This design comes from an exercise in tuning for small area, a short achievable clock period and few clock cycles per item on the open sky130 flow, not from production work.
The RTL was checked by simulation tests, not by an equivalence proof against the original design.
Power is estimated from default activity; no workload was simulated.

==> flow/design.v (excerpt) <==
module muldiv_seq
#(
    parameter int unsigned XLEN       = 32,
    parameter int unsigned MUL_STAGES = 2
) (
    input  logic            clk,
    input  logic            rst_n,
    input  logic            req_valid,
    output logic            req_ready,
    input  logic [XLEN-1:0] a,
    input  logic [XLEN-1:0] b,
    input  logic [2:0]      funct3,
    input  logic            flush,
    output logic            resp_valid,
    input  logic            resp_ready,
    output logic [XLEN-1:0] res,
    output logic            busy
);
For scale: roughly 1100 cells after synthesis, roughly 110 I/O pins, ~0.010 sq mm of cells after synthesis.
==> flow/config.mk <==
export PLATFORM = sky130hd
export DESIGN_NAME = muldiv_seq
export DESIGN_NICKNAME = muldiv_seq
export VERILOG_FILES = /design/flow/design.v
export SDC_FILE = /design/flow/constraint.sdc
export NUM_CORES = 4
export LEC_CHECK = 0
export CAP_MARGIN = 20
export CORE_MARGIN = 2
export CORE_UTILIZATION = 35
export CTS_BUF_LIST = sky130_fd_sc_hd__clkbuf_8
export SETUP_SLACK_MARGIN = 5
export SLEW_MARGIN = 20
==> flow/constraint.sdc <==
create_clock -name core_clock -period 10.5 [get_ports {clk}]
set_input_delay 2.1000 -clock core_clock [delete_from_list [all_inputs] [get_ports {clk}]]
set_output_delay 2.1000 -clock core_clock [all_outputs]
set_load 0.01 [all_outputs]
standard.sh (not shown) runs the stock make flow with config.mk's settings and CLKGATE_MAP_FILE= SYNTH_SCRIPT=/design/flow/synth_recipe.tcl, a recipe that flattens the netlist after the stock synthesis.
==> flow/flow/run.sh <==
#!/bin/bash
# The standard ORFS layout (the standard.sh) with two changes in how the
# layout is made: ports are buffered with sky130_fd_sc_hd__buf_1, and timing repair aims
# 6.3 ns below the clock period. The 10.5 ns clock, I/O delays and loads in
# constraint.sdc are unchanged.
set -euo pipefail
sed -e 's/SETUP_SLACK_MARGIN=[0-9.]*/SETUP_SLACK_MARGIN=6.3/' \
    -e 's/"\${@:-finish}"/BUFFER_PORTS_ARGS="-buffer_cell sky130_fd_sc_hd__buf_1" "\${@:-finish}"/' \
    standard.sh > standard_mod.sh
bash standard_mod.sh > flow_make.log 2>&1
The starting point finished clean.
Testbench counts at the start, summed over its fixed seeds: cycles 25,495, ops 2,400.
Rerun with:
==> flow/flow/run.sh (replaced) <==
#!/bin/bash
# The standard ORFS layout (the standard.sh) with two changes in how the
# layout is made: ports are buffered with sky130_fd_sc_hd__buf_1, and timing repair aims
# 5.8 ns below the clock period. The 10.5 ns clock, I/O delays and loads in
# constraint.sdc are unchanged.
set -euo pipefail
sed -e 's/SETUP_SLACK_MARGIN=[0-9.]*/SETUP_SLACK_MARGIN=5.8/' \
    -e 's/"\${@:-finish}"/BUFFER_PORTS_ARGS="-buffer_cell sky130_fd_sc_hd__buf_1" "\${@:-finish}"/' \
    standard.sh > standard_mod.sh
bash standard_mod.sh > flow_make.log 2>&1
--- a/flow/config.mk
+++ b/flow/config.mk
@@ -11,2 +11,4 @@
 export CTS_BUF_LIST = sky130_fd_sc_hd__clkbuf_8
+export CTS_CLUSTER_DIAMETER = 200
+export CTS_CLUSTER_SIZE = 30
 export SETUP_SLACK_MARGIN = 5
What happened:
- The new run completed with no timing, DRC or antenna violations
- total power drops by 20%
- hold slack stays flat
- sequential cell count is unchanged
- sequential share of layout area climbs by 1.8 points
Rerun with:
==> flow/flow/run.sh (replaced) <==
#!/bin/bash
# The standard ORFS layout (the standard.sh) with two changes in how the
# layout is made: ports are buffered with sky130_fd_sc_hd__buf_1, and timing repair aims
# 5.9 ns below the clock period. The 10.5 ns clock, I/O delays and loads in
# constraint.sdc are unchanged.
set -euo pipefail
sed -e 's/SETUP_SLACK_MARGIN=[0-9.]*/SETUP_SLACK_MARGIN=5.9/' \
    -e 's/"\${@:-finish}"/BUFFER_PORTS_ARGS="-buffer_cell sky130_fd_sc_hd__buf_1" "\${@:-finish}"/' \
    standard.sh > standard_mod.sh
bash standard_mod.sh > flow_make.log 2>&1
--- a/flow/config.mk
+++ b/flow/config.mk
@@ -11,4 +11,2 @@
 export CTS_BUF_LIST = sky130_fd_sc_hd__clkbuf_8
-export CTS_CLUSTER_DIAMETER = 200
-export CTS_CLUSTER_SIZE = 30
 export SETUP_SLACK_MARGIN = 5
The changed run finished with timing, DRC and antenna clean.
Final cell count barely changes.
Synthesized area is unchanged.
Via count is higher by 1.3%.
Count of clock-buffer cells in the layout is lower by 2.
Worst setup slack is about the same.
Sequential share of layout area is lower by 0.40 points.
Flip-flop and latch count stays the same.
Synthesized cell count does not change.

---

Starting RTL as in the previous note.
clock: 10.5 ns
lec_check: 0
cap_margin: 20
core_margin: 2
core_utilization: 35
cts_buf_list: sky130_fd_sc_hd__clkbuf_8
gpl_timing_driven: 1
setup_slack_margin: 5
slew_margin: 20
==> flow/flow/run.sh <==
#!/bin/bash
# The standard ORFS layout (the standard.sh) with two changes in how the
# layout is made: ports are buffered with sky130_fd_sc_hd__buf_1, and timing repair aims
# 6 ns below the clock period. The 10.5 ns clock, I/O delays and loads in
# constraint.sdc are unchanged.
set -euo pipefail
sed -e 's/SETUP_SLACK_MARGIN=[0-9.]*/SETUP_SLACK_MARGIN=6/' \
    -e 's/"\${@:-finish}"/BUFFER_PORTS_ARGS="-buffer_cell sky130_fd_sc_hd__buf_1" "\${@:-finish}"/' \
    standard.sh > standard_mod.sh
bash standard_mod.sh > flow_make.log 2>&1
The first run completed without violations.
Testbench counts at the start, summed over its fixed seeds: cycles 25,495, ops 2,400.
Rerun with:
==> flow/flow/run.sh (replaced) <==
#!/bin/bash
# The standard ORFS layout (the standard.sh) with two changes in how the
# layout is made: ports are buffered with sky130_fd_sc_hd__buf_1, and timing repair aims
# 5.8 ns below the clock period. The 10.5 ns clock, I/O delays and loads in
# constraint.sdc are unchanged.
set -euo pipefail
sed -e 's/SETUP_SLACK_MARGIN=[0-9.]*/SETUP_SLACK_MARGIN=5.8/' \
    -e 's/"\${@:-finish}"/BUFFER_PORTS_ARGS="-buffer_cell sky130_fd_sc_hd__buf_1" "\${@:-finish}"/' \
    standard.sh > standard_mod.sh
bash standard_mod.sh > flow_make.log 2>&1
--- a/flow/config.mk
+++ b/flow/config.mk
@@ -10,5 +10,4 @@
 export CORE_UTILIZATION = 35
 export CTS_BUF_LIST = sky130_fd_sc_hd__clkbuf_8
-export GPL_TIMING_DRIVEN = 1
 export SETUP_SLACK_MARGIN = 5
 export SLEW_MARGIN = 20
Area after synthesis is unchanged.
Core utilization fell by 1.3 points.
Wire length drops by a few percent.
Via count stays flat.
First-iteration DRC count rises slightly.
Hold slack improved by 8.4 ps.
Flip-flop and latch count stays the same.
Global-route usage went down by 0.55 points.
Rerun with:
==> flow/flow/run.sh (replaced) <==
#!/bin/bash
# The standard ORFS layout (the standard.sh) with two changes in how the
# layout is made: ports are buffered with sky130_fd_sc_hd__buf_1, and timing repair aims
# 5.6 ns below the clock period. The 10.5 ns clock, I/O delays and loads in
# constraint.sdc are unchanged.
set -euo pipefail
sed -e 's/SETUP_SLACK_MARGIN=[0-9.]*/SETUP_SLACK_MARGIN=5.6/' \
    -e 's/"\${@:-finish}"/BUFFER_PORTS_ARGS="-buffer_cell sky130_fd_sc_hd__buf_1" "\${@:-finish}"/' \
    standard.sh > standard_mod.sh
bash standard_mod.sh > flow_make.log 2>&1
Effect:
- The changed run finished with timing, DRC and antenna clean
- cell area drops by 2.2%
- power drops by 2.5%
- clock-buffer cell count stays the same
- sequential power drops by about 0.5%
- fmax drops by 2.8%
- hold slack improves by 4.1 ps
- routed wire length drops by 1.1%
- sequential share of layout area climbs by 0.55 points
- die area is unchanged
- final cell count drops by 1.1%
Rerun with:
==> flow/flow/run.sh (replaced) <==
#!/bin/bash
# The standard ORFS layout (the standard.sh) with two changes in how the
# layout is made: ports are buffered with sky130_fd_sc_hd__buf_1, and timing repair aims
# 5.8 ns below the clock period. The 10.5 ns clock, I/O delays and loads in
# constraint.sdc are unchanged.
set -euo pipefail
sed -e 's/SETUP_SLACK_MARGIN=[0-9.]*/SETUP_SLACK_MARGIN=5.8/' \
    -e 's/"\${@:-finish}"/BUFFER_PORTS_ARGS="-buffer_cell sky130_fd_sc_hd__buf_1" "\${@:-finish}"/' \
    standard.sh > standard_mod.sh
bash standard_mod.sh > flow_make.log 2>&1
--- a/flow/config.mk
+++ b/flow/config.mk
@@ -10,4 +10,5 @@
 export CORE_UTILIZATION = 35
 export CTS_BUF_LIST = sky130_fd_sc_hd__clkbuf_8
+export PLACE_DENSITY = 0.8
 export SETUP_SLACK_MARGIN = 5
 export SLEW_MARGIN = 20
Utilization rises by 0.92 points. Fmax rises by about 1.3%. Count of clock-buffer cells in the layout falls by 1. Design area rises by about 2.3%. Setup slack gains 61 ps. Flip-flop and latch count does not change. Via count rises by about 6%. Synthesized cell count is unchanged. Power rises by about 7%. Global-route usage hardly moves.
Rerun with:
==> flow/flow/run.sh (replaced) <==
#!/bin/bash
# The standard ORFS layout (the standard.sh) with two changes in how the
# layout is made: ports are buffered with sky130_fd_sc_hd__buf_1, and timing repair aims
# 6 ns below the clock period. The 10.5 ns clock, I/O delays and loads in
# constraint.sdc are unchanged.
set -euo pipefail
sed -e 's/SETUP_SLACK_MARGIN=[0-9.]*/SETUP_SLACK_MARGIN=6/' \
    -e 's/"\${@:-finish}"/BUFFER_PORTS_ARGS="-buffer_cell sky130_fd_sc_hd__buf_1" "\${@:-finish}"/' \
    standard.sh > standard_mod.sh
bash standard_mod.sh > flow_make.log 2>&1
--- a/flow/config.mk
+++ b/flow/config.mk
@@ -10,5 +10,4 @@
 export CORE_UTILIZATION = 35
 export CTS_BUF_LIST = sky130_fd_sc_hd__clkbuf_8
-export PLACE_DENSITY = 0.8
 export SETUP_SLACK_MARGIN = 5
 export SLEW_MARGIN = 20
Outcome: The new run completed with no timing, DRC or antenna violations. Fmax climbs by about 3%. Worst setup slack improved by 140 ps. Sequential cell count stays the same. Wire length rose by 1.7%. Global-route usage grows by 0.47 points. Die area is unchanged. Clock-buffer cell count went up by 1.

==> what the ideal ports hide <==
The results above use ideal ports. As a check the final layouts listed here were re-extracted and re-timed, cells and wires unchanged.
Step 1 (the two cells are an assumption about what drives the block):
set clk [get_ports {clk}]
set_driving_cell -lib_cell sky130_fd_sc_hd__clkbuf_16 $clk
set_driving_cell -lib_cell sky130_fd_sc_hd__buf_2 [delete_from_list [all_inputs] $clk]
Step 2, shift: input delay + t, output delay - t, t = (earliest + latest rising clock arrival at the registers) / 2. This alone moves slack from input paths to output paths.
Three values: no drivers, after step 1, after step 2; two values: the first two.
run | t (ns) | setup WS [ns] | clock arrival spread, ns
the first run of note 1 | 0.512 | 6.034 / 5.995 / 5.995 | 0.016 / 0.016
the second run of note 1 | 0.510 | 5.961 / 5.940 / 5.940 | 0.015 / 0.015
the third run of note 1 | 0.500 | 5.959 / 5.939 / 5.939 | 0.020 / 0.020
the first run of note 2 | 0.508 | 6.030 / 5.995 / 5.995 | 0.015 / 0.015
the second run of note 2 | 0.510 | 5.961 / 5.940 / 5.940 | 0.015 / 0.015
the third run of note 2 | 0.518 | 5.832 / 5.832 / 5.832 | 0.018 / 0.017
the fourth run of note 2 | 0.524 | 5.893 / 5.893 / 5.893 | 0.018 / 0.019
the fifth run of note 2 | 0.508 | 6.030 / 5.995 / 5.995 | 0.015 / 0.015
After both steps setup and hold are still met in every run listed. For the first run of note 1, which loses most, drivers alone change the setup slack by -0.039 ns; drivers and shift together by -0.039 ns.
